What follows belongs to an exercise in optimizing a design on an open flow for small area and a short achievable clock period; a production flow would make more cautious choices.
Where RTL was checked, it was by simulation tests only, not by an equivalence proof against the original.

==> inputs of pepper <==
Design mac_pipe_nxn, start of the top module:
module mac_pipe_nxn #(
    parameter int unsigned DW    = 32,
    parameter int unsigned LAT   = 3,
    parameter int unsigned GUARD = 8
) (
    input  logic                  i_clk,
    input  logic                  i_rstn,
    input  logic                  i_valid,
    output logic                  o_ready,
    input  logic                  i_multa_ns,
    input  logic                  i_multb_ns,
    input  logic [DW-1:0]         i_multa,
    input  logic [DW-1:0]         i_multb,
    input  logic                  i_acc_en,
    input  logic                  i_acc_clr,
    output logic                  o_valid,
    input  logic                  i_ready,
    output logic [2*DW-1:0]       o_product,
    output logic [2*DW+GUARD-1:0] o_acc,
    output logic                  o_acc_ovf
);
==> flow/config.mk <==
export PLATFORM = sky130hd
export DESIGN_NAME = mac_pipe_nxn
export DESIGN_NICKNAME = mac_pipe_nxn
export VERILOG_FILES = /design/flow/design.v
export SDC_FILE = /design/flow/constraint.sdc
export NUM_CORES = 4
export LEC_CHECK = 0
export ABC_AREA = 1
export CAP_MARGIN = 20
export CORE_MARGIN = 2
export CORE_UTILIZATION = 60
export CTS_BUF_LIST = sky130_fd_sc_hd__clkbuf_4
export SLEW_MARGIN = 20
export SYNTH_HIERARCHICAL = 1
export SYNTH_MINIMUM_KEEP_SIZE = 0
==> flow/constraint.sdc <==
create_clock -name core_clock -period 12.5 [get_ports {i_clk}]
set_input_delay 2.5000 -clock core_clock [delete_from_list [all_inputs] [get_ports {i_clk}]]
set_output_delay 2.5000 -clock core_clock [all_outputs]
set_load 0.01 [all_outputs]
standard.sh (not shown) runs the stock make flow with config.mk's settings and CLKGATE_MAP_FILE= SYNTH_SCRIPT=/design/flow/synth_recipe.tcl, a recipe that flattens the netlist after the stock synthesis.
==> flow/flow/run.sh <==
#!/bin/bash
# Layout flow: the standard flow (standard.sh, every ORFS step from synthesis to
# finish) with two settings changed:
#  - the ports are buffered with sky130_fd_sc_hd__buf_1 cells (buffer_ports -buffer_cell);
#  - the timing repair steps aim for 7.1 ns of setup slack (SETUP_SLACK_MARGIN).
# The constraints (clock period, input and output delays, loads) are the standard flow's, unchanged.
set -euo pipefail
bash standard.sh "BUFFER_PORTS_ARGS=-buffer_cell sky130_fd_sc_hd__buf_1" "SETUP_SLACK_MARGIN=7.1" finish > make_finish.log 2>&1
==> inputs of raven, as changes to pepper <==
==> flow/flow/run.sh (replaced) <==
#!/bin/bash
# Layout flow: the standard flow (standard.sh, every ORFS step from synthesis to
# finish) with two settings changed:
#  - the ports are buffered with sky130_fd_sc_hd__buf_2 cells (buffer_ports -buffer_cell);
#  - the timing repair steps aim for 5 ns of setup slack (SETUP_SLACK_MARGIN).
# The constraints (clock period, input and output delays, loads) are the standard flow's, unchanged.
set -euo pipefail
bash standard.sh "BUFFER_PORTS_ARGS=-buffer_cell sky130_fd_sc_hd__buf_2" "SETUP_SLACK_MARGIN=5" finish > make_finish.log 2>&1
- CORE_UTILIZATION: 60 -> 40
- CTS_BUF_LIST: sky130_fd_sc_hd__clkbuf_4 -> not set
==> impl_metrics.json <==
{
  "run_status": "finished clean",
  "ws_path_type": "reg2reg",
  "worst-endpoint-required_ps": 13090,
  "dieHeight_um": 251,
  "reg2reg_depth": 14,
  "drive_gt1_share_pct": 14.8,
  "timing.final.ws_setup_ps": 7100,
  "die_x_um": 251,
  "place_ws_ps": 6480,
  "grt_start_max_net_pins": 109
}
(the above is from pepper)
==> impl_metrics.json <==
{
  "drive_gt1_share_pct": 11.6,
  "die_x_um": 307,
  "run_status": "finished clean",
  "grt_start_max_net_pins": 104,
  "ws_path_type": "in2out",
  "largest_register_ffs": 72,
  "reg2reg_depth": 13,
  "setup_violations": 0,
  "dieHeight_um": 307,
  "synth-adder-area-share_pct": 35.9,
  "mostFrequentLayoutCells": "sky130_fd_sc_hd__xor2_1 (584), sky130_fd_sc_hd__fa_1 (555), sky130_fd_sc_hd__o22ai_1 (512)",
  "place_ws_ps": 6580,
  "grt_use_met3_pct": 5.60
}
(the above is from raven)
No run of this note included a check of the RTL's function; only the layout flow was run.

========
==> run G <==
mac_pipe_nxn, a different RTL version from the one above (not shown whole).
## mac_pipe_nxn
module mac_pipe_nxn #(
    parameter int unsigned DW    = 32,
    parameter int unsigned LAT   = 3,
    parameter int unsigned GUARD = 8
) (
    input  logic                  i_clk,
    input  logic                  i_rstn,
    input  logic                  i_valid,
    output logic                  o_ready,
    input  logic                  i_multa_ns,
    input  logic                  i_multb_ns,
    input  logic [DW-1:0]         i_multa,
    input  logic [DW-1:0]         i_multb,
    input  logic                  i_acc_en,
    input  logic                  i_acc_clr,
    output logic                  o_valid,
    input  logic                  i_ready,
    output logic [2*DW-1:0]       o_product,
    output logic [2*DW+GUARD-1:0] o_acc,
    output logic                  o_acc_ovf
);
Settings: LEC_CHECK=0, ABC_AREA=1, CAP_MARGIN=20, CORE_MARGIN=2, CORE_UTILIZATION=60, SLEW_MARGIN=20, SYNTH_HIERARCHICAL=1, SYNTH_MINIMUM_KEEP_SIZE=0; clock period 12.5 ns.
==> flow/flow/run.sh <==
#!/bin/bash
# Layout flow: the standard flow (standard.sh runs every ORFS step from synthesis to
# finish) with these settings changed:
#  - the ports are buffered with sky130_fd_sc_hd__buf_1 cells (buffer_ports -buffer_cell);
#  - the timing repair steps aim for 7.1 ns of setup slack (SETUP_SLACK_MARGIN);
#  - clock tree synthesis: -sink_clustering_enable -repair_clock_nets -buf_list sky130_fd_sc_hd__clkbuf_4 -dont_use_dummy_load -sink_clustering_size 10 -sink_clustering_max_diameter 60
# The constraints (clock period, input and output delays, loads) are the standard flow's, unchanged.
# make's output goes to make_finish.log; each ORFS step logs to orfs/logs/.
set -euo pipefail
bash standard.sh "BUFFER_PORTS_ARGS=-buffer_cell sky130_fd_sc_hd__buf_1" "SETUP_SLACK_MARGIN=7.1" \
  "CTS_ARGS=-sink_clustering_enable -repair_clock_nets -buf_list sky130_fd_sc_hd__clkbuf_4 -dont_use_dummy_load -sink_clustering_size 10 -sink_clustering_max_diameter 60" finish > make_finish.log 2>&1
==> run R: changes against run G <==
==> flow/flow/run.sh (replaced) <==
#!/bin/bash
# Layout flow: the standard flow (standard.sh runs every ORFS step from synthesis to
# finish) with these settings changed:
#  - the ports are buffered with sky130_fd_sc_hd__buf_1 cells (buffer_ports -buffer_cell);
#  - the timing repair steps aim for 7.1 ns of setup slack (SETUP_SLACK_MARGIN);
#  - clock tree synthesis: -sink_clustering_enable -repair_clock_nets -buf_list sky130_fd_sc_hd__clkbuf_4 -dont_use_dummy_load
# The constraints (clock period, input and output delays, loads) are the standard flow's, unchanged.
# make's output goes to make_finish.log; each ORFS step logs to orfs/logs/.
set -euo pipefail
bash standard.sh "BUFFER_PORTS_ARGS=-buffer_cell sky130_fd_sc_hd__buf_1" "SETUP_SLACK_MARGIN=7.1" \
  "CTS_ARGS=-sink_clustering_enable -repair_clock_nets -buf_list sky130_fd_sc_hd__clkbuf_4 -dont_use_dummy_load" finish > make_finish.log 2>&1
--- a/flow/config.mk
+++ b/flow/config.mk
@@ -8,7 +8,7 @@
 export ABC_AREA = 1
 export CAP_MARGIN = 20
 export CORE_MARGIN = 2
-export CORE_UTILIZATION = 60
+export CORE_UTILIZATION = 75
 export SLEW_MARGIN = 20
 export SYNTH_HIERARCHICAL = 1
 export SYNTH_MINIMUM_KEEP_SIZE = 0
==> run M: changes against run G <==
==> flow/flow/run.sh (replaced) <==
#!/bin/bash
# Layout flow: the standard flow (standard.sh runs every ORFS step from synthesis to
# finish) with these settings changed:
#  - the ports are buffered with sky130_fd_sc_hd__buf_1 cells (buffer_ports -buffer_cell);
#  - the timing repair steps aim for 7.1 ns of setup slack (SETUP_SLACK_MARGIN);
#  - clock tree synthesis: -sink_clustering_enable -repair_clock_nets -buf_list sky130_fd_sc_hd__clkbuf_4 -dont_use_dummy_load
# The constraints (clock period, input and output delays, loads) are the standard flow's, unchanged.
# make's output goes to make_finish.log; each ORFS step logs to orfs/logs/.
set -euo pipefail
bash standard.sh "BUFFER_PORTS_ARGS=-buffer_cell sky130_fd_sc_hd__buf_1" "SETUP_SLACK_MARGIN=7.1" \
  "CTS_ARGS=-sink_clustering_enable -repair_clock_nets -buf_list sky130_fd_sc_hd__clkbuf_4 -dont_use_dummy_load" finish > make_finish.log 2>&1
==> notes.md <==
Count of clock-buffer cells in the layout, highest first: run M, run R, run G. The lowest hold slack belongs to run M, the highest to run G. In run M the non-clock buffer count is higher than in run R, by 6. Register-to-register slack, lowest first: run R, run M, run G. Design area, highest first: run M, run G, run R. The lowest sequential share of layout area belongs to run M, the highest to run R.
==> figures <==
metric                                                             run R           run G           run M
Share of the final layout cell area in multi-input gates          0.6643          0.6635          0.6591
Number of non-clock buffers                                          303             312             309
CP peak stage delay                                               570 ps          120 ps          120 ps
Result of the run                                         finished clean  finished clean  finished clean
Via count                                                          30010           28530           28720
Logic depth of the worst setup path including buffers                 12               4               4
Die area                                                      51200 um^2      63770 um^2      63770 um^2
Worst Tran Pin Value                                             1098 ps        966.5 ps        968.4 ps
Total global-route track usage                                    0.4386          0.3560          0.3574
Via count of the first global-routing pass                         31510           30540           30900
Final-layout worst hold slack                                   411.4 ps        418.8 ps        369.0 ps
Wire length of the first global-routing pass                   169900 um       173300 um       173600 um
Clock skew                                                      87.00 ps        88.62 ps        99.51 ps

========
==> run a: inputs <==
mac_pipe_nxn with an RTL version that a note above also has.
clock: 12.5 ns
lec_check: 0
abc_area: 1
cap_margin: 20
core_margin: 2
core_utilization: 60
cts_buf_list: sky130_fd_sc_hd__clkbuf_2
slew_margin: 20
synth_hierarchical: 1
synth_minimum_keep_size: 0
==> flow/flow/run.sh <==
#!/bin/bash
# Layout flow: the standard flow (standard.sh, every ORFS step from synthesis to
# finish) with two settings changed:
#  - the ports are buffered with sky130_fd_sc_hd__buf_1 cells (buffer_ports -buffer_cell);
#  - the timing repair steps aim for 7.1 ns of setup slack (SETUP_SLACK_MARGIN).
# The constraints (clock period, input and output delays, loads) are the standard flow's, unchanged.
set -euo pipefail
bash standard.sh "BUFFER_PORTS_ARGS=-buffer_cell sky130_fd_sc_hd__buf_1" "SETUP_SLACK_MARGIN=7.1" finish > make_finish.log 2>&1
==> inputs of run b, as changes to run a <==
==> flow/flow/run.sh (replaced) <==
#!/bin/bash
# Layout flow: the standard flow (standard.sh, every ORFS step from synthesis to
# finish) with two settings changed:
#  - the ports are buffered with sky130_fd_sc_hd__buf_2 cells (buffer_ports -buffer_cell);
#  - the timing repair steps aim for 7 ns of setup slack (SETUP_SLACK_MARGIN).
# The constraints (clock period, input and output delays, loads) are the standard flow's, unchanged.
set -euo pipefail
bash standard.sh "BUFFER_PORTS_ARGS=-buffer_cell sky130_fd_sc_hd__buf_2" "SETUP_SLACK_MARGIN=7" finish > make_finish.log 2>&1
--- a/flow/config.mk
+++ b/flow/config.mk
@@ -9,6 +9,5 @@
 export CAP_MARGIN = 20
 export CORE_MARGIN = 2
-export CORE_UTILIZATION = 60
-export CTS_BUF_LIST = sky130_fd_sc_hd__clkbuf_2
+export CORE_UTILIZATION = 40
 export SLEW_MARGIN = 20
 export SYNTH_HIERARCHICAL = 1
==> inputs of run c, as changes to run a <==
--- a/flow/config.mk
+++ b/flow/config.mk
@@ -10,5 +10,6 @@
 export CORE_MARGIN = 2
 export CORE_UTILIZATION = 60
-export CTS_BUF_LIST = sky130_fd_sc_hd__clkbuf_2
+export CTS_BUF_LIST = sky130_fd_sc_hd__clkbuf_4
+export CTS_CLUSTER_SIZE = 16
 export SLEW_MARGIN = 20
 export SYNTH_HIERARCHICAL = 1
==> inputs of run d, as changes to run a <==
==> flow/flow/run.sh (replaced) <==
#!/bin/bash
# Layout flow: the standard flow (standard.sh runs every ORFS step from synthesis to
# finish) with these settings changed:
#  - the ports are buffered with sky130_fd_sc_hd__buf_1 cells (buffer_ports -buffer_cell);
#  - the timing repair steps aim for 7.1 ns of setup slack (SETUP_SLACK_MARGIN);
#  - clock tree synthesis: -sink_clustering_enable -repair_clock_nets -buf_list sky130_fd_sc_hd__clkbuf_4 -dont_use_dummy_load
# The constraints (clock period, input and output delays, loads) are the standard flow's, unchanged.
# make's output goes to make_finish.log; each ORFS step logs to orfs/logs/.
set -euo pipefail
bash standard.sh "BUFFER_PORTS_ARGS=-buffer_cell sky130_fd_sc_hd__buf_1" "SETUP_SLACK_MARGIN=7.1" \
  "CTS_ARGS=-sink_clustering_enable -repair_clock_nets -buf_list sky130_fd_sc_hd__clkbuf_4 -dont_use_dummy_load" finish > make_finish.log 2>&1
--- a/flow/config.mk
+++ b/flow/config.mk
@@ -10,5 +10,4 @@
 export CORE_MARGIN = 2
 export CORE_UTILIZATION = 60
-export CTS_BUF_LIST = sky130_fd_sc_hd__clkbuf_2
 export SLEW_MARGIN = 20
 export SYNTH_HIERARCHICAL = 1
==> qor summary <==
Required time worst endpoint: run d 13,040 ps; run c 13,090 ps; run a 13,330 ps; run b 12,820 ps
Global-route track usage on met2: run d 0.581; run c 0.587; run a 0.594; run b 0.387
Number of cells on the critical path: run d 14; run c 14; run a 15; run b 14
Routability Congestion: run d 0.922; run c 0.922; run a 0.922; run b 0.927
Clock root buffer master: run d sky130_fd_sc_hd__clkbuf_4; run c sky130_fd_sc_hd__clkbuf_4; run a sky130_fd_sc_hd__clkbuf_2; run b sky130_fd_sc_hd__clkbuf_16
Area of the die: run d 63,200 sq um; run c 63,200 sq um; run a 63,200 sq um; run b 94,200 sq um
Slew @ Worst Pin: run d 1010 ps; run c 1030 ps; run a 1010 ps; run b 964 ps
Final Instance Count excl. Fillers: run d 4,494; run c 4,549; run a 4,562; run b 4,866
Highest clock rate: run d 184 MHz; run c 185 MHz; run a 184 MHz; run b 183 MHz
Die height: run d 251 um; run c 251 um; run a 251 um; run b 307 um
Post-CTS Repair Setup Buffers: run d 7; run c 14; run a 29; run b 7
Share of the final layout cell area in multi-input gates: run d 0.655; run c 0.652; run a 0.656; run b 0.635
Result of the run: run d finished clean; run c finished clean; run a finished clean; run b finished clean
Antenna diode count: run d 3; run c 5; run a 2; run b 4
Max layer used: run d met4; run c met4; run a met5; run b met5
Share of final-layout standard cells stronger than drive strength 1: run d 0.134; run c 0.148; run a 0.159; run b 0.174
Crit path arrival time: run d 5970 ps; run c 5990 ps; run a 6270 ps; run b 5770 ps
Number of cells upsized or downsized after cts: run d 210; run c 242; run a 239; run b 140
Number of tapcells: run d 782; run c 782; run a 782; run b 1,186
Number of DRC violations after detailed-routing iteration 0: run d 3,411; run c 3,336; run a 3,432; run b 3,232
Routed met3 length: run d 15,800 um; run c 14,800 um; run a 14,700 um; run b 13,200 um
Row cnt: run d 90; run c 90; run a 90; run b 111
Fill cell count: run d 4,719; run c 4,696; run a 4,665; run b 8,397
Detailed placement HPWL: run d 73,800 um; run c 73,800 um; run a 73,800 um; run b 74,400 um
Function was not checked in any run of this note: the RTL went through the layout flow alone.

port drivers added, routing unchanged:
How much do the figures lean on ideal ports? The routed layouts below were timed once more, with nothing changed but the port constraints. Step 1, drivers: a clkbuf_16 drives i_clk and a buf_2 each remaining input, both assumed. Step 2 moves the port delays by t, midway between the first and last clock arrival at a register: inputs arrive t later, outputs are due t later. That takes back most of the time a late clock gives input paths. a / b / c = ideal ports / drivers / drivers and shift; a / b = the first two.
| run | t, ns | setup WS [ns] | hold slack, ns | latest minus earliest clock arrival (ns) | worst data-port slew with drivers (ns) |
|---|---|---|---|---|---|
| pepper | 0.900 | 7.104 / 7.079 / 7.079 | 0.412 / 0.412 / 0.412 | 0.094 / 0.094 | 0.05 |
| raven | 0.647 | 6.573 / 6.552 / 6.552 | 0.420 / 0.420 / 0.420 | 0.029 / 0.028 | 0.08 |
| run G | 0.835 | 7.097 / 7.061 / 7.061 | 0.419 / 0.419 / 0.419 | 0.089 / 0.089 | 0.05 |
| run R | 0.871 | 7.044 / 7.044 / 7.044 | 0.411 / 0.411 / 0.411 | 0.087 / 0.087 | 0.07 |
| run M | 0.853 | 7.128 / 7.103 / 7.103 | 0.369 / 0.369 / 0.369 | 0.109 / 0.110 | 0.04 |
| run a | 1.151 | 7.052 / 7.052 / 7.052 | 0.407 / 0.407 / 0.407 | 0.203 / 0.203 | 0.05 |
| run b | 0.648 | 7.048 / 7.048 / 7.048 | 0.427 / 0.427 / 0.427 | 0.018 / 0.018 | 0.08 |
| run c | 0.900 | 7.104 / 7.079 / 7.079 | 0.412 / 0.412 / 0.412 | 0.094 / 0.094 | 0.05 |
| run d | 0.849 | 7.063 / 7.063 / 7.063 | 0.410 / 0.410 / 0.410 | 0.114 / 0.114 | 0.05 |
After both steps setup and hold are still met in every run listed. For run G, which loses most, drivers alone change the setup slack by -0.036 ns; drivers and shift together by -0.036 ns.
